Source: an optimization exercise on an open RTL-to-GDS flow (aim: small area, a short achievable clock period and few clock cycles per item). Production flows keep margins and buffers that such runs may drop. Function was checked by simulation only, so behaviour that the tests miss may differ from the original.

## flow/constraint.sdc

```tcl
create_clock -name core_clock -period 7.0 [get_ports {clk}]
set_input_delay 1.4000 -clock core_clock [delete_from_list [all_inputs] [get_ports {clk}]]
set_output_delay 1.4000 -clock core_clock [all_outputs]
set_load 0.01 [all_outputs]
```

## flow/config.mk

```make
export PLATFORM = sky130hd
export DESIGN_NAME = fx_dot2_top
export DESIGN_NICKNAME = fx_dot2_top
export VERILOG_FILES = /design/flow/design.v
export SDC_FILE = /design/flow/constraint.sdc
export NUM_CORES = 4
export LEC_CHECK = 0
export CAP_MARGIN = 20
export CORE_MARGIN = 2
export CORE_UTILIZATION = 40
export SLEW_MARGIN = 20
```

## flow/design.v

```verilog
package fx_pkg;
    localparam int FX_WIDTH = 16;
    localparam int FX_QFRAC = 8;
    typedef enum logic {
        COMB_ADD = 1'b0,     
        COMB_SUB = 1'b1      
    } fx_comb_op_e;
endpackage
`timescale 1ns/1ps
module fx_mul (
    input  logic [15:0] a,
    input  logic [15:0] b,
    output logic [23:0] x,
    output logic [23:0] y
);
    wire t0 = (a[0] & b[0]);
    wire t1 = (a[0] & b[1]);
    wire t2 = (a[0] & b[2]);
    wire t3 = (a[0] & b[3]);
    wire t4 = (a[0] & b[4]);
    wire t5 = (a[0] & b[5]);
    wire t6 = (a[0] & b[6]);
    wire t7 = (a[0] & b[7]);
    wire t8 = (a[0] & b[8]);
    wire t9 = (a[0] & b[9]);
    wire t10 = (a[0] & b[10]);
    wire t11 = (a[0] & b[11]);
    wire t12 = (a[0] & b[12]);
    wire t13 = (a[0] & b[13]);
    wire t14 = (a[0] & b[14]);
    wire t15 = ~(a[0] & b[15]);
    wire t16 = (a[1] & b[0]);
    wire t17 = (a[1] & b[1]);
    wire t18 = (a[1] & b[2]);
    wire t19 = (a[1] & b[3]);
    wire t20 = (a[1] & b[4]);
    wire t21 = (a[1] & b[5]);
    wire t22 = (a[1] & b[6]);
    wire t23 = (a[1] & b[7]);
    wire t24 = (a[1] & b[8]);
    wire t25 = (a[1] & b[9]);
    wire t26 = (a[1] & b[10]);
    wire t27 = (a[1] & b[11]);
    wire t28 = (a[1] & b[12]);
    wire t29 = (a[1] & b[13]);
    wire t30 = (a[1] & b[14]);
    wire t31 = ~(a[1] & b[15]);
    wire t32 = (a[2] & b[0]);
    wire t33 = (a[2] & b[1]);
    wire t34 = (a[2] & b[2]);
    wire t35 = (a[2] & b[3]);
    wire t36 = (a[2] & b[4]);
    wire t37 = (a[2] & b[5]);
    wire t38 = (a[2] & b[6]);
    wire t39 = (a[2] & b[7]);
    wire t40 = (a[2] & b[8]);
    wire t41 = (a[2] & b[9]);
    wire t42 = (a[2] & b[10]);
    wire t43 = (a[2] & b[11]);
    wire t44 = (a[2] & b[12]);
    wire t45 = (a[2] & b[13]);
    wire t46 = (a[2] & b[14]);
    wire t47 = ~(a[2] & b[15]);
    wire t48 = (a[3] & b[0]);
    wire t49 = (a[3] & b[1]);
    wire t50 = (a[3] & b[2]);
    wire t51 = (a[3] & b[3]);
    wire t52 = (a[3] & b[4]);
    wire t53 = (a[3] & b[5]);
    wire t54 = (a[3] & b[6]);
    wire t55 = (a[3] & b[7]);
    wire t56 = (a[3] & b[8]);
    wire t57 = (a[3] & b[9]);
    wire t58 = (a[3] & b[10]);
    wire t59 = (a[3] & b[11]);
    wire t60 = (a[3] & b[12]);
    wire t61 = (a[3] & b[13]);
    wire t62 = (a[3] & b[14]);
    wire t63 = ~(a[3] & b[15]);
    wire t64 = (a[4] & b[0]);
    wire t65 = (a[4] & b[1]);
    wire t66 = (a[4] & b[2]);
    wire t67 = (a[4] & b[3]);
    wire t68 = (a[4] & b[4]);
    wire t69 = (a[4] & b[5]);
    wire t70 = (a[4] & b[6]);
    wire t71 = (a[4] & b[7]);
    wire t72 = (a[4] & b[8]);
    wire t73 = (a[4] & b[9]);
    wire t74 = (a[4] & b[10]);
    wire t75 = (a[4] & b[11]);
    wire t76 = (a[4] & b[12]);
    wire t77 = (a[4] & b[13]);
    wire t78 = (a[4] & b[14]);
    wire t79 = ~(a[4] & b[15]);
    wire t80 = (a[5] & b[0]);
    wire t81 = (a[5] & b[1]);
    wire t82 = (a[5] & b[2]);
    wire t83 = (a[5] & b[3]);
    wire t84 = (a[5] & b[4]);
    wire t85 = (a[5] & b[5]);
    wire t86 = (a[5] & b[6]);
    wire t87 = (a[5] & b[7]);
    wire t88 = (a[5] & b[8]);
    wire t89 = (a[5] & b[9]);
    wire t90 = (a[5] & b[10]);
    wire t91 = (a[5] & b[11]);
    wire t92 = (a[5] & b[12]);
    wire t93 = (a[5] & b[13]);
    wire t94 = (a[5] & b[14]);
    wire t95 = ~(a[5] & b[15]);
    wire t96 = (a[6] & b[0]);
    wire t97 = (a[6] & b[1]);
    wire t98 = (a[6] & b[2]);
    wire t99 = (a[6] & b[3]);
    wire t100 = (a[6] & b[4]);
    wire t101 = (a[6] & b[5]);
    wire t102 = (a[6] & b[6]);
    wire t103 = (a[6] & b[7]);
    wire t104 = (a[6] & b[8]);
    wire t105 = (a[6] & b[9]);
    wire t106 = (a[6] & b[10]);
    wire t107 = (a[6] & b[11]);
    wire t108 = (a[6] & b[12]);
    wire t109 = (a[6] & b[13]);
    wire t110 = (a[6] & b[14]);
    wire t111 = ~(a[6] & b[15]);
    wire t112 = (a[7] & b[0]);
    wire t113 = (a[7] & b[1]);
    wire t114 = (a[7] & b[2]);
    wire t115 = (a[7] & b[3]);
    wire t116 = (a[7] & b[4]);
    wire t117 = (a[7] & b[5]);
    wire t118 = (a[7] & b[6]);
    wire t119 = (a[7] & b[7]);
    wire t120 = (a[7] & b[8]);
    wire t121 = (a[7] & b[9]);
    wire t122 = (a[7] & b[10]);
    wire t123 = (a[7] & b[11]);
    wire t124 = (a[7] & b[12]);
    wire t125 = (a[7] & b[13]);
    wire t126 = (a[7] & b[14]);
    wire t127 = ~(a[7] & b[15]);
    wire t128 = (a[8] & b[0]);
    wire t129 = (a[8] & b[1]);
    wire t130 = (a[8] & b[2]);
    wire t131 = (a[8] & b[3]);
    wire t132 = (a[8] & b[4]);
    wire t133 = (a[8] & b[5]);
    wire t134 = (a[8] & b[6]);
    wire t135 = (a[8] & b[7]);
    wire t136 = (a[8] & b[8]);
    wire t137 = (a[8] & b[9]);
    wire t138 = (a[8] & b[10]);
    wire t139 = (a[8] & b[11]);
    wire t140 = (a[8] & b[12]);
    wire t141 = (a[8] & b[13]);
    wire t142 = (a[8] & b[14]);
    wire t143 = ~(a[8] & b[15]);
    wire t144 = (a[9] & b[0]);
    wire t145 = (a[9] & b[1]);
    wire t146 = (a[9] & b[2]);
    wire t147 = (a[9] & b[3]);
    wire t148 = (a[9] & b[4]);
    wire t149 = (a[9] & b[5]);
    wire t150 = (a[9] & b[6]);
    wire t151 = (a[9] & b[7]);
    wire t152 = (a[9] & b[8]);
    wire t153 = (a[9] & b[9]);
    wire t154 = (a[9] & b[10]);
    wire t155 = (a[9] & b[11]);
    wire t156 = (a[9] & b[12]);
    wire t157 = (a[9] & b[13]);
    wire t158 = (a[9] & b[14]);
    wire t159 = (a[10] & b[0]);
    wire t160 = (a[10] & b[1]);
    wire t161 = (a[10] & b[2]);
    wire t162 = (a[10] & b[3]);
    wire t163 = (a[10] & b[4]);
    wire t164 = (a[10] & b[5]);
    wire t165 = (a[10] & b[6]);
    wire t166 = (a[10] & b[7]);
    wire t167 = (a[10] & b[8]);
    wire t168 = (a[10] & b[9]);
    wire t169 = (a[10] & b[10]);
    wire t170 = (a[10] & b[11]);
    wire t171 = (a[10] & b[12]);
    wire t172 = (a[10] & b[13]);
    wire t173 = (a[11] & b[0]);
    wire t174 = (a[11] & b[1]);
    wire t175 = (a[11] & b[2]);
    wire t176 = (a[11] & b[3]);
    wire t177 = (a[11] & b[4]);
    wire t178 = (a[11] & b[5]);
    wire t179 = (a[11] & b[6]);
    wire t180 = (a[11] & b[7]);
    wire t181 = (a[11] & b[8]);
    wire t182 = (a[11] & b[9]);
    wire t183 = (a[11] & b[10]);
    wire t184 = (a[11] & b[11]);
    wire t185 = (a[11] & b[12]);
    wire t186 = (a[12] & b[0]);
    wire t187 = (a[12] & b[1]);
    wire t188 = (a[12] & b[2]);
    wire t189 = (a[12] & b[3]);
    wire t190 = (a[12] & b[4]);
    wire t191 = (a[12] & b[5]);
    wire t192 = (a[12] & b[6]);
    wire t193 = (a[12] & b[7]);
    wire t194 = (a[12] & b[8]);
    wire t195 = (a[12] & b[9]);
    wire t196 = (a[12] & b[10]);
    wire t197 = (a[12] & b[11]);
    wire t198 = (a[13] & b[0]);
    wire t199 = (a[13] & b[1]);
    wire t200 = (a[13] & b[2]);
    wire t201 = (a[13] & b[3]);
    wire t202 = (a[13] & b[4]);
    wire t203 = (a[13] & b[5]);
    wire t204 = (a[13] & b[6]);
    wire t205 = (a[13] & b[7]);
    wire t206 = (a[13] & b[8]);
    wire t207 = (a[13] & b[9]);
    wire t208 = (a[13] & b[10]);
    wire t209 = (a[14] & b[0]);
    wire t210 = (a[14] & b[1]);
    wire t211 = (a[14] & b[2]);
    wire t212 = (a[14] & b[3]);
    wire t213 = (a[14] & b[4]);
    wire t214 = (a[14] & b[5]);
    wire t215 = (a[14] & b[6]);
    wire t216 = (a[14] & b[7]);
    wire t217 = (a[14] & b[8]);
    wire t218 = (a[14] & b[9]);
    wire t219 = ~(a[15] & b[0]);
    wire t220 = ~(a[15] & b[1]);
    wire t221 = ~(a[15] & b[2]);
    wire t222 = ~(a[15] & b[3]);
    wire t223 = ~(a[15] & b[4]);
    wire t224 = ~(a[15] & b[5]);
    wire t225 = ~(a[15] & b[6]);
    wire t226 = ~(a[15] & b[7]);
    wire t227 = ~(a[15] & b[8]);
    wire t228 = t13 ^ t28;
    wire t229 = t13 & t28;
    wire t230 = t14 ^ t29 ^ t44;
    wire t231 = (t14 & t29) | (t14 & t44) | (t29 & t44);
    wire t232 = t59 ^ t74;
    wire t233 = t59 & t74;
    wire t234 = t15 ^ t30 ^ t45;
    wire t235 = (t15 & t30) | (t15 & t45) | (t30 & t45);
    wire t236 = t60 ^ t75 ^ t90;
    wire t237 = (t60 & t75) | (t60 & t90) | (t75 & t90);
    wire t238 = t105 ^ t120;
    wire t239 = t105 & t120;
    wire t240 = t31 ^ t46 ^ t61;
    wire t241 = (t31 & t46) | (t31 & t61) | (t46 & t61);
    wire t242 = t76 ^ t91 ^ t106;
    wire t243 = (t76 & t91) | (t76 & t106) | (t91 & t106);
    wire t244 = t121 ^ t136 ^ t151;
    wire t245 = (t121 & t136) | (t121 & t151) | (t136 & t151);
    wire t246 = t47 ^ t62 ^ t77;
    wire t247 = (t47 & t62) | (t47 & t77) | (t62 & t77);
    wire t248 = t92 ^ t107 ^ t122;
    wire t249 = (t92 & t107) | (t92 & t122) | (t107 & t122);
    wire t250 = t63 ^ t78 ^ t93;
    wire t251 = (t63 & t78) | (t63 & t93) | (t78 & t93);
    wire t252 = t9 ^ t24;
    wire t253 = t9 & t24;
    wire t254 = t10 ^ t25 ^ t40;
    wire t255 = (t10 & t25) | (t10 & t40) | (t25 & t40);
    wire t256 = t55 ^ t70;
    wire t257 = t55 & t70;
    wire t258 = t11 ^ t26 ^ t41;
    wire t259 = (t11 & t26) | (t11 & t41) | (t26 & t41);
    wire t260 = t56 ^ t71 ^ t86;
    wire t261 = (t56 & t71) | (t56 & t86) | (t71 & t86);
    wire t262 = t101 ^ t116;
    wire t263 = t101 & t116;
    wire t264 = t12 ^ t27 ^ t42;
    wire t265 = (t12 & t27) | (t12 & t42) | (t27 & t42);
    wire t266 = t57 ^ t72 ^ t87;
    wire t267 = (t57 & t72) | (t57 & t87) | (t72 & t87);
    wire t268 = t102 ^ t117 ^ t132;
    wire t269 = (t102 & t117) | (t102 & t132) | (t117 & t132);
    wire t270 = t147 ^ t161;
    wire t271 = t147 & t161;
    wire t272 = t228 ^ t43 ^ t58;
    wire t273 = (t228 & t43) | (t228 & t58) | (t43 & t58);
    wire t274 = t73 ^ t88 ^ t103;
    wire t275 = (t73 & t88) | (t73 & t103) | (t88 & t103);
    wire t276 = t118 ^ t133 ^ t148;
    wire t277 = (t118 & t133) | (t118 & t148) | (t133 & t148);
    wire t278 = t162 ^ t175 ^ t187;
    wire t279 = (t162 & t175) | (t162 & t187) | (t175 & t187);
    wire t280 = t229 ^ t230 ^ t232;
    wire t281 = (t229 & t230) | (t229 & t232) | (t230 & t232);
    wire t282 = t89 ^ t104 ^ t119;
    wire t283 = (t89 & t104) | (t89 & t119) | (t104 & t119);
    wire t284 = t134 ^ t149 ^ t163;
    wire t285 = (t134 & t149) | (t134 & t163) | (t149 & t163);
    wire t286 = t176 ^ t188 ^ t199;
    wire t287 = (t176 & t188) | (t176 & t199) | (t188 & t199);
    wire t288 = t231 ^ t233 ^ t234;
    wire t289 = (t231 & t233) | (t231 & t234) | (t233 & t234);
    wire t290 = t236 ^ t238 ^ t135;
    wire t291 = (t236 & t238) | (t236 & t135) | (t238 & t135);
    wire t292 = t150 ^ t164 ^ t177;
    wire t293 = (t150 & t164) | (t150 & t177) | (t164 & t177);
    wire t294 = t189 ^ t200 ^ t210;
    wire t295 = (t189 & t200) | (t189 & t210) | (t200 & t210);
    wire t296 = t235 ^ t237 ^ t239;
    wire t297 = (t235 & t237) | (t235 & t239) | (t237 & t239);
    wire t298 = t240 ^ t242 ^ t244;
    wire t299 = (t240 & t242) | (t240 & t244) | (t242 & t244);
    wire t300 = t165 ^ t178 ^ t190;
    wire t301 = (t165 & t178) | (t165 & t190) | (t178 & t190);
    wire t302 = t201 ^ t211 ^ t220;
    wire t303 = (t201 & t211) | (t201 & t220) | (t211 & t220);
    wire t304 = t241 ^ t243 ^ t245;
    wire t305 = (t241 & t243) | (t241 & t245) | (t243 & t245);
    wire t306 = t246 ^ t248 ^ t137;
    wire t307 = (t246 & t248) | (t246 & t137) | (t248 & t137);
    wire t308 = t152 ^ t166 ^ t179;
    wire t309 = (t152 & t166) | (t152 & t179) | (t166 & t179);
    wire t310 = t191 ^ t202 ^ t212;
    wire t311 = (t191 & t202) | (t191 & t212) | (t202 & t212);
    wire t312 = t247 ^ t249 ^ t250;
    wire t313 = (t247 & t249) | (t247 & t250) | (t249 & t250);
    wire t314 = t108 ^ t123 ^ t138;
    wire t315 = (t108 & t123) | (t108 & t138) | (t123 & t138);
    wire t316 = t153 ^ t167 ^ t180;
    wire t317 = (t153 & t167) | (t153 & t180) | (t167 & t180);
    wire t318 = t192 ^ t203 ^ t213;
    wire t319 = (t192 & t203) | (t192 & t213) | (t203 & t213);
    wire t320 = t251 ^ t79 ^ t94;
    wire t321 = (t251 & t79) | (t251 & t94) | (t79 & t94);
    wire t322 = t109 ^ t124 ^ t139;
    wire t323 = (t109 & t124) | (t109 & t139) | (t124 & t139);
    wire t324 = t154 ^ t168 ^ t181;
    wire t325 = (t154 & t168) | (t154 & t181) | (t168 & t181);
    wire t326 = t193 ^ t204 ^ t214;
    wire t327 = (t193 & t204) | (t193 & t214) | (t204 & t214);
    wire t328 = t95 ^ t110 ^ t125;
    wire t329 = (t95 & t110) | (t95 & t125) | (t110 & t125);
    wire t330 = t140 ^ t155 ^ t169;
    wire t331 = (t140 & t155) | (t140 & t169) | (t155 & t169);
    wire t332 = t182 ^ t194 ^ t205;
    wire t333 = (t182 & t194) | (t182 & t205) | (t194 & t205);
    wire t334 = t111 ^ t126 ^ t141;
    wire t335 = (t111 & t126) | (t111 & t141) | (t126 & t141);
    wire t336 = t156 ^ t170 ^ t183;
    wire t337 = (t156 & t170) | (t156 & t183) | (t170 & t183);
    wire t338 = t127 ^ t142 ^ t157;
    wire t339 = (t127 & t142) | (t127 & t157) | (t142 & t157);
    wire t340 = t6 ^ t21;
    wire t341 = t6 & t21;
    wire t342 = t7 ^ t22 ^ t37;
    wire t343 = (t7 & t22) | (t7 & t37) | (t22 & t37);
    wire t344 = t52 ^ t67 ^ t82;
    wire t345 = (t52 & t67) | (t52 & t82) | (t67 & t82);
    wire t346 = t8 ^ t23 ^ t38;
    wire t347 = (t8 & t23) | (t8 & t38) | (t23 & t38);
    wire t348 = t53 ^ t68 ^ t83;
    wire t349 = (t53 & t68) | (t53 & t83) | (t68 & t83);
    wire t350 = t98 ^ t113;
    wire t351 = t98 & t113;
    wire t352 = t252 ^ t39 ^ t54;
    wire t353 = (t252 & t39) | (t252 & t54) | (t39 & t54);
    wire t354 = t69 ^ t84 ^ t99;
    wire t355 = (t69 & t84) | (t69 & t99) | (t84 & t99);
    wire t356 = t114 ^ t129 ^ t144;
    wire t357 = (t114 & t129) | (t114 & t144) | (t129 & t144);
    wire t358 = t253 ^ t254 ^ t256;
    wire t359 = (t253 & t254) | (t253 & t256) | (t254 & t256);
    wire t360 = t85 ^ t100 ^ t115;
    wire t361 = (t85 & t100) | (t85 & t115) | (t100 & t115);
    wire t362 = t130 ^ t145 ^ t159;
    wire t363 = (t130 & t145) | (t130 & t159) | (t145 & t159);
    wire t364 = t255 ^ t257 ^ t258;
    wire t365 = (t255 & t257) | (t255 & t258) | (t257 & t258);
    wire t366 = t260 ^ t262 ^ t131;
    wire t367 = (t260 & t262) | (t260 & t131) | (t262 & t131);
    wire t368 = t146 ^ t160 ^ t173;
    wire t369 = (t146 & t160) | (t146 & t173) | (t160 & t173);
    wire t370 = t259 ^ t261 ^ t263;
    wire t371 = (t259 & t261) | (t259 & t263) | (t261 & t263);
    wire t372 = t264 ^ t266 ^ t268;
    wire t373 = (t264 & t266) | (t264 & t268) | (t266 & t268);
    wire t374 = t270 ^ t174 ^ t186;
    wire t375 = (t270 & t174) | (t270 & t186) | (t174 & t186);
    wire t376 = t265 ^ t267 ^ t269;
    wire t377 = (t265 & t267) | (t265 & t269) | (t267 & t269);
    wire t378 = t271 ^ t272 ^ t274;
    wire t379 = (t271 & t272) | (t271 & t274) | (t272 & t274);
    wire t380 = t276 ^ t278 ^ t198;
    wire t381 = (t276 & t278) | (t276 & t198) | (t278 & t198);
    wire t382 = t273 ^ t275 ^ t277;
    wire t383 = (t273 & t275) | (t273 & t277) | (t275 & t277);
    wire t384 = t279 ^ t280 ^ t282;
    wire t385 = (t279 & t280) | (t279 & t282) | (t280 & t282);
    wire t386 = t284 ^ t286 ^ t209;
    wire t387 = (t284 & t286) | (t284 & t209) | (t286 & t209);
    wire t388 = t281 ^ t283 ^ t285;
    wire t389 = (t281 & t283) | (t281 & t285) | (t283 & t285);
    wire t390 = t287 ^ t288 ^ t290;
    wire t391 = (t287 & t288) | (t287 & t290) | (t288 & t290);
    wire t392 = t292 ^ t294 ^ t219;
    wire t393 = (t292 & t294) | (t292 & t219) | (t294 & t219);
    wire t394 = t289 ^ t291 ^ t293;
    wire t395 = (t289 & t291) | (t289 & t293) | (t291 & t293);
    wire t396 = t295 ^ t296 ^ t298;
    wire t397 = (t295 & t296) | (t295 & t298) | (t296 & t298);
    wire t398 = t300 ^ t302 ^ 1'b1;
    wire t399 = (t300 & t302) | (t300 & 1'b1) | (t302 & 1'b1);
    wire t400 = t297 ^ t299 ^ t301;
    wire t401 = (t297 & t299) | (t297 & t301) | (t299 & t301);
    wire t402 = t303 ^ t304 ^ t306;
    wire t403 = (t303 & t304) | (t303 & t306) | (t304 & t306);
    wire t404 = t308 ^ t310 ^ t221;
    wire t405 = (t308 & t310) | (t308 & t221) | (t310 & t221);
    wire t406 = t305 ^ t307 ^ t309;
    wire t407 = (t305 & t307) | (t305 & t309) | (t307 & t309);
    wire t408 = t311 ^ t312 ^ t314;
    wire t409 = (t311 & t312) | (t311 & t314) | (t312 & t314);
    wire t410 = t316 ^ t318 ^ t222;
    wire t411 = (t316 & t318) | (t316 & t222) | (t318 & t222);
    wire t412 = t313 ^ t315 ^ t317;
    wire t413 = (t313 & t315) | (t313 & t317) | (t315 & t317);
    wire t414 = t319 ^ t320 ^ t322;
    wire t415 = (t319 & t320) | (t319 & t322) | (t320 & t322);
    wire t416 = t324 ^ t326 ^ t223;
    wire t417 = (t324 & t326) | (t324 & t223) | (t326 & t223);
    wire t418 = t321 ^ t323 ^ t325;
    wire t419 = (t321 & t323) | (t321 & t325) | (t323 & t325);
    wire t420 = t327 ^ t328 ^ t330;
    wire t421 = (t327 & t328) | (t327 & t330) | (t328 & t330);
    wire t422 = t332 ^ t215 ^ t224;
    wire t423 = (t332 & t215) | (t332 & t224) | (t215 & t224);
    wire t424 = t329 ^ t331 ^ t333;
    wire t425 = (t329 & t331) | (t329 & t333) | (t331 & t333);
    wire t426 = t334 ^ t336 ^ t195;
    wire t427 = (t334 & t336) | (t334 & t195) | (t336 & t195);
    wire t428 = t206 ^ t216 ^ t225;
    wire t429 = (t206 & t216) | (t206 & t225) | (t216 & t225);
    wire t430 = t335 ^ t337 ^ t338;
    wire t431 = (t335 & t337) | (t335 & t338) | (t337 & t338);
    wire t432 = t171 ^ t184 ^ t196;
    wire t433 = (t171 & t184) | (t171 & t196) | (t184 & t196);
    wire t434 = t207 ^ t217 ^ t226;
    wire t435 = (t207 & t217) | (t207 & t226) | (t217 & t226);
    wire t436 = t339 ^ t143 ^ t158;
    wire t437 = (t339 & t143) | (t339 & t158) | (t143 & t158);
    wire t438 = t172 ^ t185 ^ t197;
    wire t439 = (t172 & t185) | (t172 & t197) | (t185 & t197);
    wire t440 = t208 ^ t218 ^ t227;
    wire t441 = (t208 & t218) | (t208 & t227) | (t218 & t227);
    wire t442 = t4 ^ t19;
    wire t443 = t4 & t19;
    wire t444 = t5 ^ t20 ^ t35;
    wire t445 = (t5 & t20) | (t5 & t35) | (t20 & t35);
    wire t446 = t50 ^ t65;
    wire t447 = t50 & t65;
    wire t448 = t340 ^ t36 ^ t51;
    wire t449 = (t340 & t36) | (t340 & t51) | (t36 & t51);
    wire t450 = t66 ^ t81 ^ t96;
    wire t451 = (t66 & t81) | (t66 & t96) | (t81 & t96);
    wire t452 = t341 ^ t342 ^ t344;
    wire t453 = (t341 & t342) | (t341 & t344) | (t342 & t344);
    wire t454 = t97 ^ t112 ^ 1'b1;
    wire t455 = (t97 & t112) | (t97 & 1'b1) | (t112 & 1'b1);
    wire t456 = t343 ^ t345 ^ t346;
    wire t457 = (t343 & t345) | (t343 & t346) | (t345 & t346);
    wire t458 = t348 ^ t350 ^ t128;
    wire t459 = (t348 & t350) | (t348 & t128) | (t350 & t128);
    wire t460 = t347 ^ t349 ^ t351;
    wire t461 = (t347 & t349) | (t347 & t351) | (t349 & t351);
    wire t462 = t352 ^ t354 ^ t356;
    wire t463 = (t352 & t354) | (t352 & t356) | (t354 & t356);
    wire t464 = t353 ^ t355 ^ t357;
    wire t465 = (t353 & t355) | (t353 & t357) | (t355 & t357);
    wire t466 = t358 ^ t360 ^ t362;
    wire t467 = (t358 & t360) | (t358 & t362) | (t360 & t362);
    wire t468 = t359 ^ t361 ^ t363;
    wire t469 = (t359 & t361) | (t359 & t363) | (t361 & t363);
    wire t470 = t364 ^ t366 ^ t368;
    wire t471 = (t364 & t366) | (t364 & t368) | (t366 & t368);
    wire t472 = t365 ^ t367 ^ t369;
    wire t473 = (t365 & t367) | (t365 & t369) | (t367 & t369);
    wire t474 = t370 ^ t372 ^ t374;
    wire t475 = (t370 & t372) | (t370 & t374) | (t372 & t374);
    wire t476 = t371 ^ t373 ^ t375;
    wire t477 = (t371 & t373) | (t371 & t375) | (t373 & t375);
    wire t478 = t376 ^ t378 ^ t380;
    wire t479 = (t376 & t378) | (t376 & t380) | (t378 & t380);
    wire t480 = t377 ^ t379 ^ t381;
    wire t481 = (t377 & t379) | (t377 & t381) | (t379 & t381);
    wire t482 = t382 ^ t384 ^ t386;
    wire t483 = (t382 & t384) | (t382 & t386) | (t384 & t386);
    wire t484 = t383 ^ t385 ^ t387;
    wire t485 = (t383 & t385) | (t383 & t387) | (t385 & t387);
    wire t486 = t388 ^ t390 ^ t392;
    wire t487 = (t388 & t390) | (t388 & t392) | (t390 & t392);
    wire t488 = t389 ^ t391 ^ t393;
    wire t489 = (t389 & t391) | (t389 & t393) | (t391 & t393);
    wire t490 = t394 ^ t396 ^ t398;
    wire t491 = (t394 & t396) | (t394 & t398) | (t396 & t398);
    wire t492 = t395 ^ t397 ^ t399;
    wire t493 = (t395 & t397) | (t395 & t399) | (t397 & t399);
    wire t494 = t400 ^ t402 ^ t404;
    wire t495 = (t400 & t402) | (t400 & t404) | (t402 & t404);
    wire t496 = t401 ^ t403 ^ t405;
    wire t497 = (t401 & t403) | (t401 & t405) | (t403 & t405);
    wire t498 = t406 ^ t408 ^ t410;
    wire t499 = (t406 & t408) | (t406 & t410) | (t408 & t410);
    wire t500 = t407 ^ t409 ^ t411;
    wire t501 = (t407 & t409) | (t407 & t411) | (t409 & t411);
    wire t502 = t412 ^ t414 ^ t416;
    wire t503 = (t412 & t414) | (t412 & t416) | (t414 & t416);
    wire t504 = t413 ^ t415 ^ t417;
    wire t505 = (t413 & t415) | (t413 & t417) | (t415 & t417);
    wire t506 = t418 ^ t420 ^ t422;
    wire t507 = (t418 & t420) | (t418 & t422) | (t420 & t422);
    wire t508 = t419 ^ t421 ^ t423;
    wire t509 = (t419 & t421) | (t419 & t423) | (t421 & t423);
    wire t510 = t424 ^ t426 ^ t428;
    wire t511 = (t424 & t426) | (t424 & t428) | (t426 & t428);
    wire t512 = t425 ^ t427 ^ t429;
    wire t513 = (t425 & t427) | (t425 & t429) | (t427 & t429);
    wire t514 = t430 ^ t432 ^ t434;
    wire t515 = (t430 & t432) | (t430 & t434) | (t432 & t434);
    wire t516 = t431 ^ t433 ^ t435;
    wire t517 = (t431 & t433) | (t431 & t435) | (t433 & t435);
    wire t518 = t436 ^ t438 ^ t440;
    wire t519 = (t436 & t438) | (t436 & t440) | (t438 & t440);
    wire t520 = t3 ^ t18;
    wire t521 = t3 & t18;
    wire t522 = t442 ^ t34 ^ t49;
    wire t523 = (t442 & t34) | (t442 & t49) | (t34 & t49);
    wire t524 = t443 ^ t444 ^ t446;
    wire t525 = (t443 & t444) | (t443 & t446) | (t444 & t446);
    wire t526 = t445 ^ t447 ^ t448;
    wire t527 = (t445 & t447) | (t445 & t448) | (t447 & t448);
    wire t528 = t449 ^ t451 ^ t452;
    wire t529 = (t449 & t451) | (t449 & t452) | (t451 & t452);
    wire t530 = t453 ^ t455 ^ t456;
    wire t531 = (t453 & t455) | (t453 & t456) | (t455 & t456);
    wire t532 = t457 ^ t459 ^ t460;
    wire t533 = (t457 & t459) | (t457 & t460) | (t459 & t460);
    wire t534 = t461 ^ t463 ^ t464;
    wire t535 = (t461 & t463) | (t461 & t464) | (t463 & t464);
    wire t536 = t465 ^ t467 ^ t468;
    wire t537 = (t465 & t467) | (t465 & t468) | (t467 & t468);
    wire t538 = t469 ^ t471 ^ t472;
    wire t539 = (t469 & t471) | (t469 & t472) | (t471 & t472);
    wire t540 = t473 ^ t475 ^ t476;
    wire t541 = (t473 & t475) | (t473 & t476) | (t475 & t476);
    wire t542 = t477 ^ t479 ^ t480;
    wire t543 = (t477 & t479) | (t477 & t480) | (t479 & t480);
    wire t544 = t481 ^ t483 ^ t484;
    wire t545 = (t481 & t483) | (t481 & t484) | (t483 & t484);
    wire t546 = t485 ^ t487 ^ t488;
    wire t547 = (t485 & t487) | (t485 & t488) | (t487 & t488);
    wire t548 = t489 ^ t491 ^ t492;
    wire t549 = (t489 & t491) | (t489 & t492) | (t491 & t492);
    wire t550 = t493 ^ t495 ^ t496;
    wire t551 = (t493 & t495) | (t493 & t496) | (t495 & t496);
    wire t552 = t497 ^ t499 ^ t500;
    wire t553 = (t497 & t499) | (t497 & t500) | (t499 & t500);
    wire t554 = t501 ^ t503 ^ t504;
    wire t555 = (t501 & t503) | (t501 & t504) | (t503 & t504);
    wire t556 = t505 ^ t507 ^ t508;
    wire t557 = (t505 & t507) | (t505 & t508) | (t507 & t508);
    wire t558 = t509 ^ t511 ^ t512;
    wire t559 = (t509 & t511) | (t509 & t512) | (t511 & t512);
    wire t560 = t513 ^ t515 ^ t516;
    wire t561 = (t513 & t515) | (t513 & t516) | (t515 & t516);
    wire t562 = t2 ^ t17;
    wire t563 = t2 & t17;
    wire t564 = t520 ^ t33 ^ t48;
    wire t565 = (t520 & t33) | (t520 & t48) | (t33 & t48);
    wire t566 = t521 ^ t522 ^ t64;
    wire t567 = (t521 & t522) | (t521 & t64) | (t522 & t64);
    wire t568 = t523 ^ t524 ^ t80;
    wire t569 = (t523 & t524) | (t523 & t80) | (t524 & t80);
    wire t570 = t525 ^ t526 ^ t450;
    wire t571 = (t525 & t526) | (t525 & t450) | (t526 & t450);
    wire t572 = t527 ^ t528 ^ t454;
    wire t573 = (t527 & t528) | (t527 & t454) | (t528 & t454);
    wire t574 = t529 ^ t530 ^ t458;
    wire t575 = (t529 & t530) | (t529 & t458) | (t530 & t458);
    wire t576 = t531 ^ t532 ^ t462;
    wire t577 = (t531 & t532) | (t531 & t462) | (t532 & t462);
    wire t578 = t533 ^ t534 ^ t466;
    wire t579 = (t533 & t534) | (t533 & t466) | (t534 & t466);
    wire t580 = t535 ^ t536 ^ t470;
    wire t581 = (t535 & t536) | (t535 & t470) | (t536 & t470);
    wire t582 = t537 ^ t538 ^ t474;
    wire t583 = (t537 & t538) | (t537 & t474) | (t538 & t474);
    wire t584 = t539 ^ t540 ^ t478;
    wire t585 = (t539 & t540) | (t539 & t478) | (t540 & t478);
    wire t586 = t541 ^ t542 ^ t482;
    wire t587 = (t541 & t542) | (t541 & t482) | (t542 & t482);
    wire t588 = t543 ^ t544 ^ t486;
    wire t589 = (t543 & t544) | (t543 & t486) | (t544 & t486);
    wire t590 = t545 ^ t546 ^ t490;
    wire t591 = (t545 & t546) | (t545 & t490) | (t546 & t490);
    wire t592 = t547 ^ t548 ^ t494;
    wire t593 = (t547 & t548) | (t547 & t494) | (t548 & t494);
    wire t594 = t549 ^ t550 ^ t498;
    wire t595 = (t549 & t550) | (t549 & t498) | (t550 & t498);
    wire t596 = t551 ^ t552 ^ t502;
    wire t597 = (t551 & t552) | (t551 & t502) | (t552 & t502);
    wire t598 = t553 ^ t554 ^ t506;
    wire t599 = (t553 & t554) | (t553 & t506) | (t554 & t506);
    wire t600 = t555 ^ t556 ^ t510;
    wire t601 = (t555 & t556) | (t555 & t510) | (t556 & t510);
    wire t602 = t557 ^ t558 ^ t514;
    wire t603 = (t557 & t558) | (t557 & t514) | (t558 & t514);
    wire t604 = t559 ^ t560 ^ t518;
    wire t605 = (t559 & t560) | (t559 & t518) | (t560 & t518);
    assign x = {t603, t601, t599, t597, t595, t593, t591, t589, t587, t585, t583, t581, t579, t577, t575, t573, t571, t569, t567, t565, t563, t562, t1, t0};
    assign y = {t604, t602, t600, t598, t596, t594, t592, t590, t588, t586, t584, t582, t580, t578, t576, t574, t572, t570, t568, t566, t564, t32, t16, 1'b0};
endmodule
`timescale 1ns/1ps
module fx_comb (
    input  logic        mode,     
    input  logic [23:0] x0,
    input  logic [23:0] y0,
    input  logic [23:0] x1,
    input  logic [23:0] y1,
    output logic [15:0] u,
    output logic [15:0] v,
    output logic        s0,       
    output logic        s1        
);
    logic [8:0]  lo0, lo1;
    logic [23:0] f0, f1;
    assign lo0 = {1'b0, x0[7:0]} + {1'b0, y0[7:0]};
    assign lo1 = {1'b0, x1[7:0]} + {1'b0, y1[7:0]};
    wire c0 = lo0[8];
    wire c1 = lo1[8];
    assign f0 = x0 + y0;
    assign f1 = x1 + y1;
    assign s0 = f0[23];
    assign s1 = f1[23] ^ mode;
    wire k0 = x0[8] ^ y0[8];
    wire k1 = x0[8] & y0[8];
    wire k2 = k0 ^ (x1[8] ^ mode) ^ (y1[8] ^ mode);
    wire k3 = (k0 & (x1[8] ^ mode)) | (k0 & (y1[8] ^ mode)) | ((x1[8] ^ mode) & (y1[8] ^ mode));
    wire k4 = k1 ^ x0[9] ^ y0[9];
    wire k5 = (k1 & x0[9]) | (k1 & y0[9]) | (x0[9] & y0[9]);
    wire k6 = x0[10] ^ y0[10];
    wire k7 = x0[10] & y0[10];
    wire k8 = x0[11] ^ y0[11];
    wire k9 = x0[11] & y0[11];
    wire k10 = x0[12] ^ y0[12];
    wire k11 = x0[12] & y0[12];
    wire k12 = x0[13] ^ y0[13];
    wire k13 = x0[13] & y0[13];
    wire k14 = x0[14] ^ y0[14];
    wire k15 = x0[14] & y0[14];
    wire k16 = x0[15] ^ y0[15];
    wire k17 = x0[15] & y0[15];
    wire k18 = x0[16] ^ y0[16];
    wire k19 = x0[16] & y0[16];
    wire k20 = x0[17] ^ y0[17];
    wire k21 = x0[17] & y0[17];
    wire k22 = x0[18] ^ y0[18];
    wire k23 = x0[18] & y0[18];
    wire k24 = x0[19] ^ y0[19];
    wire k25 = x0[19] & y0[19];
    wire k26 = x0[20] ^ y0[20];
    wire k27 = x0[20] & y0[20];
    wire k28 = x0[21] ^ y0[21];
    wire k29 = x0[21] & y0[21];
    wire k30 = x0[22] ^ y0[22];
    wire k31 = x0[22] & y0[22];
    wire k32 = x0[23] ^ y0[23];
    wire k33 = x0[23] & y0[23];
    wire k34 = k2 ^ c0;
    wire k35 = k2 & c0;
    wire k36 = k3 ^ k4 ^ (x1[9] ^ mode);
    wire k37 = (k3 & k4) | (k3 & (x1[9] ^ mode)) | (k4 & (x1[9] ^ mode));
    wire k38 = k5 ^ k6 ^ (x1[10] ^ mode);
    wire k39 = (k5 & k6) | (k5 & (x1[10] ^ mode)) | (k6 & (x1[10] ^ mode));
    wire k40 = k7 ^ k8 ^ (x1[11] ^ mode);
    wire k41 = (k7 & k8) | (k7 & (x1[11] ^ mode)) | (k8 & (x1[11] ^ mode));
    wire k42 = k9 ^ k10 ^ (x1[12] ^ mode);
    wire k43 = (k9 & k10) | (k9 & (x1[12] ^ mode)) | (k10 & (x1[12] ^ mode));
    wire k44 = k11 ^ k12 ^ (x1[13] ^ mode);
    wire k45 = (k11 & k12) | (k11 & (x1[13] ^ mode)) | (k12 & (x1[13] ^ mode));
    wire k46 = k13 ^ k14 ^ (x1[14] ^ mode);
    wire k47 = (k13 & k14) | (k13 & (x1[14] ^ mode)) | (k14 & (x1[14] ^ mode));
    wire k48 = k15 ^ k16 ^ (x1[15] ^ mode);
    wire k49 = (k15 & k16) | (k15 & (x1[15] ^ mode)) | (k16 & (x1[15] ^ mode));
    wire k50 = k17 ^ k18 ^ (x1[16] ^ mode);
    wire k51 = (k17 & k18) | (k17 & (x1[16] ^ mode)) | (k18 & (x1[16] ^ mode));
    wire k52 = k19 ^ k20 ^ (x1[17] ^ mode);
    wire k53 = (k19 & k20) | (k19 & (x1[17] ^ mode)) | (k20 & (x1[17] ^ mode));
    wire k54 = k21 ^ k22 ^ (x1[18] ^ mode);
    wire k55 = (k21 & k22) | (k21 & (x1[18] ^ mode)) | (k22 & (x1[18] ^ mode));
    wire k56 = k23 ^ k24 ^ (x1[19] ^ mode);
    wire k57 = (k23 & k24) | (k23 & (x1[19] ^ mode)) | (k24 & (x1[19] ^ mode));
    wire k58 = k25 ^ k26 ^ (x1[20] ^ mode);
    wire k59 = (k25 & k26) | (k25 & (x1[20] ^ mode)) | (k26 & (x1[20] ^ mode));
    wire k60 = k27 ^ k28 ^ (x1[21] ^ mode);
    wire k61 = (k27 & k28) | (k27 & (x1[21] ^ mode)) | (k28 & (x1[21] ^ mode));
    wire k62 = k29 ^ k30 ^ (x1[22] ^ mode);
    wire k63 = (k29 & k30) | (k29 & (x1[22] ^ mode)) | (k30 & (x1[22] ^ mode));
    wire k64 = k31 ^ k32 ^ (x1[23] ^ mode);
    wire k65 = (k31 & k32) | (k31 & (x1[23] ^ mode)) | (k32 & (x1[23] ^ mode));
    wire k66 = k34 ^ (c1 ^ mode);
    wire k67 = k34 & (c1 ^ mode);
    wire k68 = k35 ^ k36 ^ (y1[9] ^ mode);
    wire k69 = (k35 & k36) | (k35 & (y1[9] ^ mode)) | (k36 & (y1[9] ^ mode));
    wire k70 = k37 ^ k38 ^ (y1[10] ^ mode);
    wire k71 = (k37 & k38) | (k37 & (y1[10] ^ mode)) | (k38 & (y1[10] ^ mode));
    wire k72 = k39 ^ k40 ^ (y1[11] ^ mode);
    wire k73 = (k39 & k40) | (k39 & (y1[11] ^ mode)) | (k40 & (y1[11] ^ mode));
    wire k74 = k41 ^ k42 ^ (y1[12] ^ mode);
    wire k75 = (k41 & k42) | (k41 & (y1[12] ^ mode)) | (k42 & (y1[12] ^ mode));
    wire k76 = k43 ^ k44 ^ (y1[13] ^ mode);
    wire k77 = (k43 & k44) | (k43 & (y1[13] ^ mode)) | (k44 & (y1[13] ^ mode));
    wire k78 = k45 ^ k46 ^ (y1[14] ^ mode);
    wire k79 = (k45 & k46) | (k45 & (y1[14] ^ mode)) | (k46 & (y1[14] ^ mode));
    wire k80 = k47 ^ k48 ^ (y1[15] ^ mode);
    wire k81 = (k47 & k48) | (k47 & (y1[15] ^ mode)) | (k48 & (y1[15] ^ mode));
    wire k82 = k49 ^ k50 ^ (y1[16] ^ mode);
    wire k83 = (k49 & k50) | (k49 & (y1[16] ^ mode)) | (k50 & (y1[16] ^ mode));
    wire k84 = k51 ^ k52 ^ (y1[17] ^ mode);
    wire k85 = (k51 & k52) | (k51 & (y1[17] ^ mode)) | (k52 & (y1[17] ^ mode));
    wire k86 = k53 ^ k54 ^ (y1[18] ^ mode);
    wire k87 = (k53 & k54) | (k53 & (y1[18] ^ mode)) | (k54 & (y1[18] ^ mode));
    wire k88 = k55 ^ k56 ^ (y1[19] ^ mode);
    wire k89 = (k55 & k56) | (k55 & (y1[19] ^ mode)) | (k56 & (y1[19] ^ mode));
    wire k90 = k57 ^ k58 ^ (y1[20] ^ mode);
    wire k91 = (k57 & k58) | (k57 & (y1[20] ^ mode)) | (k58 & (y1[20] ^ mode));
    wire k92 = k59 ^ k60 ^ (y1[21] ^ mode);
    wire k93 = (k59 & k60) | (k59 & (y1[21] ^ mode)) | (k60 & (y1[21] ^ mode));
    wire k94 = k61 ^ k62 ^ (y1[22] ^ mode);
    wire k95 = (k61 & k62) | (k61 & (y1[22] ^ mode)) | (k62 & (y1[22] ^ mode));
    wire k96 = k63 ^ k64 ^ (y1[23] ^ mode);
    wire k97 = (k63 & k64) | (k63 & (y1[23] ^ mode)) | (k64 & (y1[23] ^ mode));
    assign u = {k95, k93, k91, k89, k87, k85, k83, k81, k79, k77, k75, k73, k71, k69, k67, k66};
    assign v = {k96, k94, k92, k90, k88, k86, k84, k82, k80, k78, k76, k74, k72, k70, k68, mode};
endmodule
`timescale 1ns/1ps
module fx_sum_sat (
    input  logic [15:0] u,
    input  logic [15:0] v,
    input  logic        s0,       
    input  logic        s1,       
    output logic [15:0] result,
    output logic        sat
);
    logic [15:0] sum;
    assign sum = u + v;
    assign sat    = (s0 == s1) && (sum[15] != s0);
    assign result = sat ? {s0, {15{~s0}}} : sum;
endmodule
`timescale 1ns/1ps
module fx_dot2_top (
    input  logic        clk,
    input  logic        rst_n,
    input  logic        mode,     
    input  logic        valid_in,
    output logic        ready_out,
    input  logic [15:0] a0,
    input  logic [15:0] b0,
    input  logic [15:0] a1,
    input  logic [15:0] b1,
    output logic        valid_out,
    input  logic        ready_in,
    output logic [15:0] result,
    output logic        sat
);
    logic adv;
    assign adv       = !valid_out || ready_in;
    assign ready_out = adv;
    always_ff @(posedge clk or negedge rst_n) begin
        if (!rst_n)
            valid_out <= 1'b0;
        else if (adv)
            valid_out <= valid_in;
    end
    logic [23:0] x0, y0, x1, y1;
    fx_mul lane0_mul_i (.a(a0), .b(b0), .x(x0), .y(y0));
    fx_mul lane1_mul_i (.a(a1), .b(b1), .x(x1), .y(y1));
    logic [15:0] u, v;
    logic        s0, s1;
    fx_comb comb_i (.mode(mode), .x0(x0), .y0(y0), .x1(x1), .y1(y1), .u(u), .v(v), .s0(s0), .s1(s1));
    logic [15:0] u_q, v_q;
    logic        s0_q, s1_q;
    always_ff @(posedge clk) begin
        if (adv) begin
            u_q  <= u;
            v_q  <= v;
            s0_q <= s0;
            s1_q <= s1;
        end
    end
    fx_sum_sat sum_i (.u(u_q), .v(v_q), .s0(s0_q), .s1(s1_q), .result(result), .sat(sat));
endmodule
```

## flow/run.sh

```bash
#!/bin/bash
# synth_recipe.tcl (not shown) runs the flow's synth.tcl, then flattens the netlist and writes it again
# the make line also repeats each setting of config.mk as NAME=value (left out here)
make -C /OpenROAD-flow-scripts/flow DESIGN_CONFIG=/design/flow/config.mk WORK_HOME=/design/flow/orfs CLKGATE_MAP_FILE= SYNTH_SCRIPT=/design/flow/synth_recipe.tcl finish
```

==> results by group, run 1 <==
Floorplanning
  – Die Ht: 201 um
  – CORE AREA: 0.0385 mm2
  – Die width: 201 um
  – Die Area: 0.0404 mm2
  – FP Rows: 72
  – IO Count: 88
  – Initial Util: 40.3%

Clock tree
  – Root buf cell: clkbuf_16
  – Clock buffer depth: 2
  – CTS tree: done
  – Clk pin slew, worst setup/hold paths: 0.06 ns
  – TritonCTS buffer count: 5
  – # hold bufs at CTS: 0
  – CTS Sinks: 35
  – Post-CTS setup buffer count: 0
  – H-tree levels: 2
  – Worst-Skew Late Latency: 0.28 ns
  – Post-CTS sizing: 0

Timing
  – Setup ws final: 0.345 ns
  – Crit path time final: 6.65 ns
  – Max_slew headroom: 56.5%
  – Fmax: 150 MHz
  – Final Skew: 0.00886 ns
  – Final hold vios: 0
  – Slew Viols, Final: 0
  – RSZ-0062 raised after global routing: false
  – Sum Neg Setup Slack: 0 ns
  – Period Utilization, post-route: 95.1%
  – Slew @ Worst Pin: 0.648 ns
  – Final Setup Violations: 0

Critical path
  – Top cell by count, worst path: fa_1
  – CP endpoint kind: register
  – Critical Path AT: 6.68 ns
  – Buffer and inverter count on the worst path: 5
  – Worst Path Required: 7.02 ns
  – Crit Path Class: input port to register
  – Startpoint types: input port
  – Slowest cell on crit path: clkdlybuf4s50_1
  – CP cell instances: clkdlybuf4s50_1 > and2_1 > fa_1 > fa_1 > fa_1 > inv_1 > fa_1 > fa_1 > inv_1 > fa_1 > ha_1 > inv_1 > fa_1 > inv_1 > fa_1
  – Critical path fanouts, max: 7
  – Critical path's top delay family: adder cells
  – Slowest stage delay, CP: 0.57 ns

Synthesis
  – Yosys top cell by area: fa_1
  – Post-synth top area share: 47.9%
  – Mapped cell area: 0.0155 mm2
  – Yosys cell types: 57
  – Dominant synthesized flop cell: edfxtp_1
  – Ys Warns: 1
  – Synth Area per Inst: 9.22 um2
  – Count leader, synth: inv_1
  – Ys async rst share: 2.86%
  – Post-synthesis sequential area ratio: 6.74%
  – Top post-synthesis cells by area: fa_1 (48%), and2_1 (11%), inv_1 (10%), ha_1 (7.2%), edfxtp_1 (6.6%)
  – Number of flops mapped to enable cells by yosys: 34
  – Post-synthesis cell count: 1682
  – Synth Register Bits: 35
  – Post-synth top cells: inv_1 (419), fa_1 (371), and2_1 (274)
  – Synth Net Count: 2211

Route
  – Vias post-DR: 11078
  – DR pass1 iterations: 5
  – Wirelength, routed: 39500 um
  – Vias per std cell: 4.80
  – DRC: 0
  – WL/cell: 17.1 um
  – 1st-iter DRT viols: 687
  – Final ANT Viol Nets: 0

Placement
  – Setup WS pre-CTS: 0.0293 ns
  – Buffers added on ports: 87
  – Detail Placement HPWL: 33700 um
  – Routability Congestion: 0.863

Outcome
  – Status: timing/DRC/antenna clean

Global route
  – Global-route wire length before repair: 66700 um
  – Antenna violations before repair: 0
  – Largest net degree at the start of global routing: 36
  – Vias in the first global route: 12356
  – Gr usage total: 20.7%
  – Overflow after GRT: 0

Min path
  – Min-delay worst type: register to register

Finish
  – Share of layout cells above drive strength 1: 5.65%
  – Area of the multi-input gates: 0.0126 mm2
  – Final #Nets: 2317
  – Layout area overhead: 12.9%
  – Fillers: 3725
  – Register area: 0.00105 mm2
  – ANT cells: 0

Flow run
  – Max-Cap Viols: 0
==> placed cells by master, fill, tap and decap left out, types with 2 or more instances in the layout <==
cell type        instances
xor2_1                  22
nand2b_1                 4
clkdlybuf4s50_1         86
and2_1                 274
a21o_1                   3
nor2_1                  13
buf_4                   79
edfxtp_1                34
nor2b_1                  2
o21ai_1                  4
clkbuf_16                5
xnor2_1                 58
nand2_1                209
or2_2                    4
nand3_1                 10
a211o_1                  3
a21oi_1                 18
fa_1                   371
nand4_1                  6
o31ai_1                  2
o21ai_0                 13
inv_1                  419
a31oi_1                  3
ha_1                    89
nor3_1                   7
o21a_1                   6
o211ai_1                 6
nand3b_1                 6
==> worst paths after layout <==
kind	from	end	slack [ns]	cells after the start
max	b0[13]	v_q[8]	0.35	15
min	valid_out	valid_out	0.83	3
max reg2reg	valid_out	v_q[8]	5.77	2
min reg2reg	valid_out	valid_out	0.83	3
max in group asynchronous	rst_n	valid_out	5.65	1
min in group asynchronous	rst_n	valid_out	1.25	1
==> worst min-delay path, stage by stage, from the launching register on <==
cell	delay, ns
dfrtp_1	0.34
nand2b_1	0.07
buf_4	0.27
nand2b_1	0.12
==> per-layer routing <==
layer / track usage (%) / wire length (um) / vias to the layer above / part of all wire (%)
li1: - / - / 5063 / -
met1: 30.0 / 18500 / 5706 / 47
met2: 35.1 / 19000 / 268 / 48
met3: 1.38 / 1530 / 41 / 3.9
met4: 2.83 / 507 / 0 / 1.3
met5: 0 / 0 / - / 0
==> per-stage QoR <==
stage                     hold slack (ns)  cell area (um2)  util (%)  std cells
after floorplan                      1.10            15500         -       1682
after global placement              0.825            17400      45.1       2299
after detailed placement            0.838            17400      45.1       2299
after CTS                           0.856            17500      45.5       2306
after global routing                0.920            17500      45.5       2306
final                               0.830            17500      45.5       2306
==> flip-flops by register name, indices dropped and copies added, names as in the netlist <==
signal	cells
s1_q	1
v_q	16
u_q	16
valid_out	1
s0_q	1
==> area by class of cell <==
cell class / count / share of cell area, %
multi-input cells: 1159 / 72.1
inverters: 420 / 9.01
repair buffers: 167 / 8.45
flip-flops and latches: 35 / 5.98
well taps: 518 / 3.70
clock buffers: 5 / 0.715
clock inverters: 2 / 0.0786
==> cell families (layout without fill, tap and decap cells) <==
group,Yosys count,count (layout),share of synthesized area [%]
and+or+nand+nor,544,544,18.5
muxes,1,1,0.0645
adders and majority gates,461,461,55.1
xor gates and xnor gates,80,80,4.52
AOI/OAI and AO/OA,73,73,3.17
buffers and inverters,488,594,11.9
DFF,35,35,6.74
Testbench counts, summed over its fixed seeds: cycles 4,112, items 4,096.
==> run 2, diff against run 1 <==
--- a/flow/design.v
+++ b/flow/design.v
@@ -775,21 +775,38 @@
     output logic [15:0] result,
     output logic        sat
 );
-    logic adv;
+    logic adv, in_en, valid_x;
     assign adv       = !valid_out || ready_in;
-    assign ready_out = adv;
+    assign in_en     = adv || !valid_x;
+    assign ready_out = in_en;
     always_ff @(posedge clk or negedge rst_n) begin
-        if (!rst_n)
+        if (!rst_n) begin
+            valid_x   <= 1'b0;
             valid_out <= 1'b0;
-        else if (adv)
-            valid_out <= valid_in;
+        end else begin
+            if (in_en)
+                valid_x <= valid_in;
+            if (adv)
+                valid_out <= valid_x;
+        end
+    end
+    logic [15:0] a0_q, b0_q, a1_q, b1_q;
+    logic        mode_q;
+    always_ff @(posedge clk) begin
+        if (in_en) begin
+            a0_q   <= a0;
+            b0_q   <= b0;
+            a1_q   <= a1;
+            b1_q   <= b1;
+            mode_q <= mode;
+        end
     end
     logic [23:0] x0, y0, x1, y1;
-    fx_mul lane0_mul_i (.a(a0), .b(b0), .x(x0), .y(y0));
-    fx_mul lane1_mul_i (.a(a1), .b(b1), .x(x1), .y(y1));
+    fx_mul lane0_mul_i (.a(a0_q), .b(b0_q), .x(x0), .y(y0));
+    fx_mul lane1_mul_i (.a(a1_q), .b(b1_q), .x(x1), .y(y1));
     logic [15:0] u, v;
     logic        s0, s1;
-    fx_comb comb_i (.mode(mode), .x0(x0), .y0(y0), .x1(x1), .y1(y1), .u(u), .v(v), .s0(s0), .s1(s1));
+    fx_comb comb_i (.mode(mode_q), .x0(x0), .y0(y0), .x1(x1), .y1(y1), .u(u), .v(v), .s0(s0), .s1(s1));
     logic [15:0] u_q, v_q;
     logic        s0_q, s1_q;
     always_ff @(posedge clk) begin
==> run 2 against run 1 <==
  * Core utilization is 0.95 points lower
  * Cell count is 2.6% higher
  * Clock-buffer cell count is 4 higher
  * Critical path type is now register to register
==> results by group, run 2 <==
Outcome
  – Status: timing/DRC/antenna clean

Global route
  – Largest net degree at the start of global routing: 42 (+17%)
  – Global-route wire length before repair: 64900 um (-2.8%)
  – Most Used Layer, Global Route: met2
  – Gr usage total: 18.8% (-1.9 points)
  – Overflow after GRT: 0 (unchanged)
  – Vias in the first global route: 12323 (-0.27%)
  – Met1 Use GR: 26.0% (-4.0 points)
  – Met2 GRT Util: 31.6% (-3.5 points)
  – Antenna violations before repair: 0 (unchanged)
  – Met3 GRT Util: 1.63% (+0.25 points)

Synthesis
  – Main combinational cell family by area after synthesis: adder cells
  – Adder-Cell Fraction of Synth Area: 48.9% (-6.3 points)
  – Post-Synth XOR/XNOR Area: 4.01% (-0.51 points)
  – Yosys top cell by area: fa_1
  – Synth Area in Compound Gates: 3.13% (-0.038 points)
  – Synth Net Count: 2271 (+2.7%)
  – Synth Area per Inst: 10.0 um2 (+8.9%)
  – Post-synth top cells: inv_1 (419), fa_1 (371), and2_1 (274)
  – Count leader, synth: inv_1
  – Simple-Gate Fraction of Synth Area: 16.1% (-2.4 points)
  – Ys Warns: 1 (unchanged)
  – Ys async rst share: 1.98% (-0.88 points)
  – Top post-synthesis cells by area: fa_1 (42%), edfxtp_1 (17%), and2_1 (9.8%), inv_1 (9.0%), ha_1 (6.4%)
  – Mux contribution to synthesized area: 0.0572% (-0.0073 points)
  – Number of flops mapped to enable cells by yosys: 99 (+190%)
  – Yosys cell types: 56 (-1.8%)
  – Synth Register Bits: 101 (+190%)
  – Post-synth top area share: 42.5% (-5.4 points)
  – Post-synthesis sequential area ratio: 17.3% (+11 points)
  – Post-synthesis cell count: 1742 (+3.6%)
  – Dominant synthesized flop cell: edfxtp_1
  – Mapped cell area: 0.0175 mm2 (+13%)

Clock tree
  – Root buf cell: clkbuf_16
  – Worst-Skew Late Latency: 0.39 ns (+0.11 ns)
  – Clock buffer depth: 2 (unchanged)
  – H-tree levels: 3 (+1)
  – CTS Sinks: 101 (+190%)
  – TritonCTS buffer count: 9 (+4)
  – Post-CTS sizing: 0 (unchanged)
  – Clk pin slew, worst setup/hold paths: 0.08 ns (+0.02 ns)
  – # hold bufs at CTS: 0 (unchanged)
  – Post-CTS setup buffer count: 0 (unchanged)
  – CTS tree: done

Floorplanning
  – CORE AREA: 0.0431 mm2 (+12%)
  – Initial Util: 40.6% (+0.29 points)
  – IO Count: 88 (unchanged)
  – Die width: 213 um (+6.1%)
  – Die Area: 0.0454 mm2 (+13%)
  – FP Rows: 76 (+5.6%)
  – Die Ht: 213 um (+6.1%)

Finish
  – Area of the multi-input gates: 0.0126 mm2 (about the same)
  – Register area: 0.00302 mm2 (+190%)
  – Final #Nets: 2306 (-0.47%)
  – Fillers: 4070 (+9.3%)
  – Final design utilization: 44.6% (-0.95 points)
  – Share of layout cells above drive strength 1: 1.80% (-3.9 points)
  – Layout area overhead: 9.73%
  – ANT cells: 0 (unchanged)
  – Commonest non-fill, non-tap cell in the layout: inv_1
  – Commonest non-fill, non-tap cells in the layout: inv_1 (419), fa_1 (371), and2_1 (274)

Timing
  – Crit path time final: 5.69 ns (-0.964 ns)
  – Period Utilization, post-route: 81.3% (-14 points)
  – RSZ-0062 raised after global routing: false
  – Final Skew: 0.00776 ns (-0.00110 ns)
  – Final hold vios: 0 (unchanged)
  – Slew @ Worst Pin: 1.00 ns (+0.353 ns)
  – Final Setup Violations: 0 (unchanged)
  – Fmax: 176 MHz (+17%)
  – Max_slew headroom: 33.1% (-23 points)
  – Slew Viols, Final: 0 (unchanged)
  – Sum Neg Setup Slack: 0 ns (unchanged)

Placement
  – Routability Congestion: 0.859 (-0.47%)
  – Buffers added on ports: 87 (unchanged)
  – Detail Placement HPWL: 31600 um (-6.3%)

Critical path
  – Critical path's top delay family: adder cells
  – Crit Path Class: register to register
  – FF-to-FF End: s1_q
  – Slowest stage delay, CP: 0.67 ns (+0.10 ns)
  – Startpoint types: register
  – CP cell instances: and2_1 > fa_1 > inv_1 > fa_1 > fa_1 > fa_1 > inv_1 > fa_1 > inv_1 > fa_1 > inv_1 > ha_1 > and3_1 > nand4_1 > nor2_1 > o21ai_0 > o211ai_1 > a311oi_1 > xor2_1
  – CP startpoint: a1_q[5]
  – Buffer and inverter count on the worst path: 4 (-1)
  – Reg2reg path depth: 19 (+17)
  – Worst Path Required: 7.12 ns (+0.10 ns)
  – Critical path fanouts, max: 16 (+9)
  – Worst Setup EP: s1_q
  – Worst reg2reg setup slack: 1.31 ns (-4.46 ns)
  – Reg2reg start: a1_q[5]
  – Critical Path AT: 5.81 ns (-0.87 ns)
  – Slowest cell on crit path: edfxtp_1
  – Top cell by count, worst path: fa_1
  – CP endpoint kind: register
  – Crit path depth: 19 (+4)

Route
  – WL/cell: 16.4 um (-4.3%)
  – 1st-iter DRT viols: 706 (+2.8%)
  – Wirelength, routed: 38800 um (-1.7%)
  – Vias post-DR: 11351 (+2.5%)
  – DRC: 0 (unchanged)
  – Vias per std cell: 4.80 (-0.18%)
  – Final ANT Viol Nets: 0 (unchanged)
  – DR pass1 iterations: 5 (unchanged)

Min path
  – Min-delay worst type: register to register

Flow run
  – Max-Cap Viols: 0 (unchanged)
## run 2: changes by cell type after synthesis, moves of 3 or more
| cell | previous run | this run |
|---|---|---|
| edfxtp_1 | 34 | 99 |
| nand3_1 | 10 | 4 |
| a21o_1 | 3 | 8 |
| nand2_1 | 209 | 205 |
| xnor2_1 | 58 | 54 |
| xor2_1 | 22 | 26 |
| nor2_1 | 13 | 10 |
## run 2: cell type report
class                      instances  area share (%)
inverter                         420            8.21
tap                              585            3.81
multi-input combinational       1153            65.8
clock buffer                       9            1.17
clock inverter                     7           0.548
sequential                       101            15.7
timing repair buffer              92            4.73
## run 2: per-layer routing
layer  vias to the layer above  wire length [um]
li1                       5170                 -
met1                      5893             17300
met2                       249             19100
met3                        39              1650
met4                         0               801
met5                         -                 0
## run 2: how the worst min path moves through the flow
stage | end | start | depth (start not counted) | slack (ns)
2_1_floorplan | v_q[0] | mode_q | 0 | 0.42
3_3_place_gp | valid_out | valid_x | 1 | 0.45
3_5_place_dp | valid_out | valid_x | 1 | 0.46
4_1_cts | valid_out | valid_x | 1 | 0.48
5_1_grt | valid_out | valid_x | 1 | 0.50
6_report | valid_out | valid_x | 1 | 0.48
## run 2: worst reg2reg max path, stage by stage, from the launching register on
cell	delay, ns
edfxtp_1	0.67
and2_1	0.28
fa_1	0.53
inv_1	0.05
fa_1	0.42
fa_1	0.44
fa_1	0.54
inv_1	0.05
fa_1	0.48
inv_1	0.06
fa_1	0.54
inv_1	0.05
ha_1	0.29
and3_1	0.19
nand4_1	0.11
nor2_1	0.08
o21ai_0	0.10
o211ai_1	0.12
a311oi_1	0.32
xor2_1	0.11
## run 2: kinds of logic after synthesis
| group | count (synthesis) |
|---|---|
| and+or+nand+nor | 532 |
| buffers and inverters | 488 |
| adders and majority gates | 461 |
| DFF | 101 |
| xor gates and xnor gates | 80 |
| AOI/OAI and AO/OA | 79 |
| muxes | 1 |
## run 2: stage by stage
stage	setup slack [ns]	hold WS (ns)	cells	cell area, um2
2_1_floorplan	1.59	0.424	1742	17500
3_3_place_gp	1.41	0.447	2351	18900
3_5_place_dp	1.36	0.459	2351	18900
4_1_cts	1.35	0.481	2367	19200
5_1_grt	1.10	0.505	2367	19200
6_report	1.31	0.477	2367	19200
Testbench counts of run 2, summed over its fixed seeds: cycles 4,128, items 4,096.

## separate check: timing with driven ports
The flow's constraints put no driver on any port. The routed layouts listed below were extracted and timed again, unchanged, in two steps. Step 1 sets driving cells, clkbuf_16 on the clock port and buf_2 on the other inputs (assumed; they add their load-dependent delay and slew). Step 2 adds t to the input delays and takes it off the output delays; t is the mean of the earliest and latest rising clock arrival at the registers after step 1. Input paths then give back, and output paths get back, about the clock's delay inside the block. Slacks: ideal ports / drivers / drivers and shift; pairs: ideal ports / drivers.
run	t (ns)	setup slack, ns	hold slack, ns	worst setup path at the end	cell pins on the clock port's net
run 1	0.312	0.345 / 0.348 / 0.036	0.830 / 0.830 / 0.830	input to register	1
run 2	0.440	1.310 / 1.310 / 1.310	0.477 / 0.477 / 0.477	register to register	1
After both steps every run listed still meets setup and hold. For run 1, which loses most, drivers alone change the setup slack by +0.003 ns; drivers and shift together by -0.309 ns.
